Context: an optimization exercise on an open-source flow, tuned for small area and a short achievable clock period. The choices shown serve that exercise and are no tape-out recipe. RTL that was checked went through simulation tests only; none was proved equivalent to the original. Power is estimated from default activity; no workload was simulated.

==> 08-03: inputs <==
// shooter_top
module shooter_top (
	input  logic        CLK,
	input  logic        RESET,
	input  logic        game_tick,
	input  logic        weapon_switch,
	input  logic        fire,
	input  logic        rotate_cw,
	input  logic        rotate_ccw,
	output game_pkg::angle_t      ship_angle,
	output game_pkg::weapon_t     weapon,
	output logic        busy,
	output game_pkg::score_t      score,
	output game_pkg::bcd_digits_t score_digits,
	output logic [$clog2(8 + 1) - 1:0]  enemy_count,
	output logic [$clog2(32 + 1) - 1:0] bullet_count
);
==> module enemy_table, before the edit <==
module enemy_table (
	input  logic        CLK,
	input  logic        RESET,
	input  logic        game_tick,
	input  logic        spawn_en,
	input  logic        enemy_step,
	input  logic        probe_valid,                 
	input  game_pkg::angle_t      probe_angle,
	input  game_pkg::dist_t       probe_dist,
	input  logic [3:0]  hit_damage,
	output logic        hit,
	output logic        kill,
	output game_pkg::enemy_kind_t kill_kind,
	output logic [$clog2(8 + 1) - 1:0] enemy_count
);
	localparam int IW = $clog2(8);
	logic [15:0]       lfsr;
	logic [3:0]        kind_mod;
	game_pkg::enemy_kind_t       spawn_kind;
	logic [8 - 1:0] active;
	logic [8 - 1:0] next_active;
	logic [$clog2(8 + 1) - 1:0] next_count;
	game_pkg::enemy_kind_t       slot_kind   [8];
	game_pkg::angle_t            slot_angle  [8];
	game_pkg::dist_t             slot_dist   [8];
	logic [3:0]        slot_health [8];
	logic              free_found;
	logic [IW - 1:0]   free_idx;
	logic              hit_found;
	logic [IW - 1:0]   hit_idx;
	always_ff @(posedge CLK) begin
		if (RESET)
			lfsr <= 16'hACE1;
		else if (game_tick)
			lfsr <= {lfsr[14:0], lfsr[15] ^ lfsr[13] ^ lfsr[12] ^ lfsr[10]};
	end
	assign kind_mod   = lfsr[11:8] % 4'd5;
	assign spawn_kind = game_pkg::enemy_kind_t'(kind_mod[2:0]);
	always_comb begin
		free_found = 1'b0;
		free_idx   = '0;
		for (int i = 8 - 1; i >= 0; i--) begin
			if (!active[i]) begin
				free_found = 1'b1;
				free_idx   = IW'(i);
			end
		end
	end
	always_comb begin
		hit_found = 1'b0;
		hit_idx   = '0;
		for (int i = 8 - 1; i >= 0; i--) begin
			if (active[i] && slot_angle[i] == probe_angle && slot_dist[i] <= probe_dist) begin
				hit_found = 1'b1;
				hit_idx   = IW'(i);
			end
		end
	end
	assign hit       = probe_valid & hit_found;
	assign kill      = hit & (hit_damage >= slot_health[hit_idx]);
	assign kill_kind = slot_kind[hit_idx];
	always_comb begin
		next_active = active;
		if (spawn_en && free_found)
			next_active[free_idx] = 1'b1;
		if (enemy_step) begin
			for (int i = 0; i < 8; i++) begin
				if (active[i] && slot_dist[i] < game_pkg::enemy_expiry(slot_kind[i]))
					next_active[i] = 1'b0;            
			end
		end
		if (kill)
			next_active[hit_idx] = 1'b0;
	end
	always_ff @(posedge CLK) begin
		if (RESET)
			active <= '0;
		else
			active <= next_active;
	end
	always_ff @(posedge CLK) begin
		if (spawn_en && free_found) begin
			slot_kind[free_idx]   <= spawn_kind;
			slot_angle[free_idx]  <= lfsr[3:0];
			slot_dist[free_idx]   <= game_pkg::dist_t'(240);
			slot_health[free_idx] <= game_pkg::enemy_health(spawn_kind);
		end
		if (enemy_step) begin
			for (int i = 0; i < 8; i++) begin
				if (slot_dist[i] >= game_pkg::enemy_expiry(slot_kind[i]))
					slot_dist[i] <= slot_dist[i] - game_pkg::enemy_speed(slot_kind[i]);
			end
		end
		if (hit && !kill)
			slot_health[hit_idx] <= slot_health[hit_idx] - hit_damage;
	end
	always_comb begin
		next_count = '0;
		for (int i = 0; i < 8; i++)
			next_count = next_count + ($bits(next_count))'(next_active[i]);
	end
	always_ff @(posedge CLK) begin
		if (RESET)
			enemy_count <= '0;
		else
			enemy_count <= next_count;
	end
endmodule
==> module score_counter, before the edit <==
module score_counter (
	input  logic        CLK,
	input  logic        RESET,
	input  logic        kill,
	input  game_pkg::enemy_kind_t kill_kind,
	output game_pkg::score_t      score,
	output game_pkg::bcd_digits_t score_digits
);
	logic [3:0]  points;
	logic [19:0] cur_digits;                    
	logic [19:0] next_digits;
	assign cur_digits = score_digits;
	assign points = game_pkg::kill_points(kill_kind);
	always_comb begin
		logic [4:0] sum;
		logic [4:0] carry;
		carry = {1'b0, points};
		for (int d = 0; d < 5; d++) begin
			sum = {1'b0, cur_digits[d * 4 +: 4]} + carry;
			if (sum > 5'd9) begin
				next_digits[d * 4 +: 4] = 4'(sum - 5'd10);
				carry          = 5'd1;
			end else begin
				next_digits[d * 4 +: 4] = sum[3:0];
				carry          = 5'd0;
			end
		end
	end
	always_ff @(posedge CLK) begin
		if (RESET) begin
			score        <= '0;
			score_digits <= '0;
		end else if (kill) begin
			score        <= score + game_pkg::score_t'(points);
			score_digits <= next_digits;            
		end
	end
endmodule
clock: 48.0 ns
lec_check: 0
abc_area: 1
cap_margin: 20
core_margin: 2
core_utilization: 40
slew_margin: 20
run.sh (not shown) runs the stock make flow with config.mk's settings and CLKGATE_MAP_FILE= SYNTH_SCRIPT=/design/flow/synth_recipe.tcl, a recipe that flattens the netlist after the stock synthesis.
==> 04-09 (differences from 08-03) <==
--- a/flow/design.v
+++ b/flow/design.v
@@ -192,3 +192,3 @@
 );
-	localparam int IW = $clog2(8);
+	localparam int N = 8;
 	logic [15:0]       lfsr;
@@ -196,13 +196,22 @@
 	game_pkg::enemy_kind_t       spawn_kind;
-	logic [8 - 1:0] active;
-	logic [8 - 1:0] next_active;
-	logic [$clog2(8 + 1) - 1:0] next_count;
-	game_pkg::enemy_kind_t       slot_kind   [8];
-	game_pkg::angle_t            slot_angle  [8];
-	game_pkg::dist_t             slot_dist   [8];
-	logic [3:0]        slot_health [8];
-	logic              free_found;
-	logic [IW - 1:0]   free_idx;
-	logic              hit_found;
-	logic [IW - 1:0]   hit_idx;
+	logic [N - 1:0]    active;
+	logic [N - 1:0]    next_active;
+	game_pkg::enemy_kind_t       slot_kind   [N];
+	game_pkg::angle_t            slot_angle  [N];
+	game_pkg::dist_t             slot_dist   [N];
+	logic [3:0]        slot_health [N];
+	logic [N - 1:0]    spawn_sel;                    
+	logic [N - 1:0]    match;
+	logic [N - 1:0]    hit_sel;                      
+	logic [N - 1:0]    expired;
+	logic [3:0]        cur_health;
+	logic [3:0]        left_health;
+	logic [$clog2(N + 1) - 1:0] next_count;
+	function automatic logic le8(logic [7:0] a, logic [7:0] b);
+		logic gt;
+		gt = 1'b0;
+		for (int i = 0; i < 8; i++)
+			gt = (a[i] & ~b[i]) | (~(a[i] ^ b[i]) & gt);
+		le8 = ~gt;
+	endfunction
 	always_ff @(posedge CLK) begin
@@ -216,9 +225,13 @@
 	always_comb begin
-		free_found = 1'b0;
-		free_idx   = '0;
-		for (int i = 8 - 1; i >= 0; i--) begin
-			if (!active[i]) begin
-				free_found = 1'b1;
-				free_idx   = IW'(i);
-			end
+		logic seen_free;
+		logic seen_hit;
+		seen_free = 1'b0;
+		seen_hit  = 1'b0;
+		for (int i = 0; i < N; i++) begin
+			match[i]     = active[i] && slot_angle[i] == probe_angle && le8(slot_dist[i], probe_dist);
+			spawn_sel[i] = spawn_en && !active[i] && !seen_free;
+			hit_sel[i]   = match[i] && !seen_hit;
+			seen_free    = seen_free | !active[i];
+			seen_hit     = seen_hit | match[i];
+			expired[i]   = slot_dist[i] < game_pkg::enemy_expiry(slot_kind[i]);
 		end
@@ -226,26 +239,16 @@
 	always_comb begin
-		hit_found = 1'b0;
-		hit_idx   = '0;
-		for (int i = 8 - 1; i >= 0; i--) begin
-			if (active[i] && slot_angle[i] == probe_angle && slot_dist[i] <= probe_dist) begin
-				hit_found = 1'b1;
-				hit_idx   = IW'(i);
-			end
-		end
-	end
-	assign hit       = probe_valid & hit_found;
-	assign kill      = hit & (hit_damage >= slot_health[hit_idx]);
-	assign kill_kind = slot_kind[hit_idx];
-	always_comb begin
-		next_active = active;
-		if (spawn_en && free_found)
-			next_active[free_idx] = 1'b1;
-		if (enemy_step) begin
-			for (int i = 0; i < 8; i++) begin
-				if (active[i] && slot_dist[i] < game_pkg::enemy_expiry(slot_kind[i]))
-					next_active[i] = 1'b0;            
-			end
-		end
-		if (kill)
-			next_active[hit_idx] = 1'b0;
+		cur_health = '0;
+		kill_kind  = game_pkg::enemy_kind_t'(3'd0);
+		for (int i = 0; i < N; i++) begin
+			cur_health = cur_health | (slot_health[i] & {4{hit_sel[i]}});
+			kill_kind  = game_pkg::enemy_kind_t'(kill_kind | (slot_kind[i] & {3{hit_sel[i]}}));
+		end
+	end
+	assign hit         = probe_valid & (|match);
+	assign kill        = hit & (hit_damage >= cur_health);
+	assign left_health = cur_health - hit_damage;
+	always_comb begin
+		for (int i = 0; i < N; i++)
+			next_active[i] = spawn_sel[i] |
+				(active[i] & !(enemy_step & expired[i]) & !(kill & hit_sel[i]));
 	end
@@ -258,16 +261,15 @@
 	always_ff @(posedge CLK) begin
-		if (spawn_en && free_found) begin
-			slot_kind[free_idx]   <= spawn_kind;
-			slot_angle[free_idx]  <= lfsr[3:0];
-			slot_dist[free_idx]   <= game_pkg::dist_t'(240);
-			slot_health[free_idx] <= game_pkg::enemy_health(spawn_kind);
-		end
-		if (enemy_step) begin
-			for (int i = 0; i < 8; i++) begin
-				if (slot_dist[i] >= game_pkg::enemy_expiry(slot_kind[i]))
-					slot_dist[i] <= slot_dist[i] - game_pkg::enemy_speed(slot_kind[i]);
-			end
+		for (int i = 0; i < N; i++) begin
+			if (spawn_sel[i]) begin
+				slot_kind[i]   <= spawn_kind;
+				slot_angle[i]  <= lfsr[3:0];
+				slot_health[i] <= game_pkg::enemy_health(spawn_kind);
+			end else if (hit && !kill && hit_sel[i]) begin
+				slot_health[i] <= left_health;
+			end
+			if (spawn_sel[i])
+				slot_dist[i] <= game_pkg::dist_t'(240);
+			else if (enemy_step)
+				slot_dist[i] <= slot_dist[i] - game_pkg::enemy_speed(slot_kind[i]);
 		end
-		if (hit && !kill)
-			slot_health[hit_idx] <= slot_health[hit_idx] - hit_damage;
 	end
@@ -275,3 +277,3 @@
 		next_count = '0;
-		for (int i = 0; i < 8; i++)
+		for (int i = 0; i < N; i++)
 			next_count = next_count + ($bits(next_count))'(next_active[i]);
@@ -417,13 +419,13 @@
 		logic [4:0] sum;
-		logic [4:0] carry;
-		carry = {1'b0, points};
-		for (int d = 0; d < 5; d++) begin
-			sum = {1'b0, cur_digits[d * 4 +: 4]} + carry;
-			if (sum > 5'd9) begin
-				next_digits[d * 4 +: 4] = 4'(sum - 5'd10);
-				carry          = 5'd1;
-			end else begin
-				next_digits[d * 4 +: 4] = sum[3:0];
-				carry          = 5'd0;
-			end
+		logic       carry;
+		sum   = {1'b0, cur_digits[3:0]} + {1'b0, points};
+		carry = sum > 5'd9;
+		next_digits[3:0] = carry ? 4'(sum - 5'd10) : sum[3:0];
+		for (int d = 1; d < 5; d++) begin
+			if (carry)
+				next_digits[d * 4 +: 4] = (cur_digits[d * 4 +: 4] == 4'd9) ? 4'd0
+					: cur_digits[d * 4 +: 4] + 4'd1;
+			else
+				next_digits[d * 4 +: 4] = cur_digits[d * 4 +: 4];
+			carry = carry & (cur_digits[d * 4 +: 4] == 4'd9);
 		end
--- a/flow/config.mk
+++ b/flow/config.mk
@@ -10,3 +10,4 @@
 export CORE_MARGIN = 2
-export CORE_UTILIZATION = 40
+export CORE_UTILIZATION = 70
+export CTS_BUF_LIST = sky130_fd_sc_hd__clkbuf_4 sky130_fd_sc_hd__clkbuf_8
 export SLEW_MARGIN = 20
==> comparison <==
08-03 completed without violations. 04-09 went through all stages and came out clean. Between 04-09 and 08-03, the lower synthesized cell count is in 04-09 (gap 3.4%, measured against 08-03). Clock power: 08-03 is higher than 04-09 (about 20%). Of 04-09 and 08-03, 08-03 has the higher via count (gap about 0.55%, measured against 08-03). Between 04-09 and 08-03, the lower sequential power is in 08-03 (gap about 4%, measured against 08-03). Of 04-09 and 08-03, 08-03 has the higher wire length (gap 3.3%, measured against 08-03). Between 08-03 and 04-09, the lower maximum frequency is in 08-03 (gap about 20%, measured against 04-09). Against 04-09, the cell count of 08-03 is higher by about 15%.
==> figures <==
metric	04-09	08-03
Run status	finished clean	finished clean
Area of the mapped netlist	28000 um^2	29200 um^2
Overall die width	204 um	274 um
Slowest CP cell	sky130_fd_sc_hd__clkdlybuf4s50_1	sky130_fd_sc_hd__a21oi_1
Count of non-CTS inverters in the layout	323	299
Initial antenna violation count	1	0
Maximum number of pins on one net before global-route repair	127	161
Min Hold Slack	0.397 ns	0.402 ns
Critical Path Source	u_bullets.bullet_count[3]$_SDFFE_PP0P_	u_bullets.queued[0]$_DFFE_PP_
Switch Pwr	322 uW	270 uW
Overall power consumption	1.25 mW	1.23 mW
Row count	73	99
Worst endpoint required time	38.40 ns	48.50 ns
Worst Max-Slew Pin Slew	1.06 ns	1.24 ns
Clock buf/inv share	6.35%	7.02%
Post-synthesis compound-gate area fraction	7.93%	7.50%
Only the layout flow was run in 04-09; the RTL was not checked for function there.

-- afterwards: timing with drivers on the ports --
No port has a modelled driver above. Below, the same layouts with a new extraction and two added sets of constraints. Step 1 (the two cells are an assumption about what drives the block):
set clk [get_ports {CLK}]
set_driving_cell -lib_cell sky130_fd_sc_hd__clkbuf_16 $clk
set_driving_cell -lib_cell sky130_fd_sc_hd__buf_2 [delete_from_list [all_inputs] $clk]
Step 2 moves the port delays by t, midway between the first and last clock arrival at a register: inputs arrive t later, outputs are due t later. That takes back most of the time a late clock gives input paths. a / b / c = no drivers / after step 1 / after step 2; a / b = the first two.
| run | t (ns) | setup slack, ns | hold WS [ns] | worst data-port slew with drivers (ns) |
|---|---|---|---|---|
| 08-03 | 0.663 | 33.527 / 33.527 / 33.527 | 0.402 / 0.402 / 0.402 | 0.09 |
| 04-09 | 0.738 | 36.594 / 36.539 / 35.991 | 0.397 / 0.397 / 0.397 | 0.04 |
After both steps every run listed still meets setup and hold. For 04-09, which loses most, drivers alone change the setup slack by -0.055 ns; drivers and shift together by -0.603 ns.
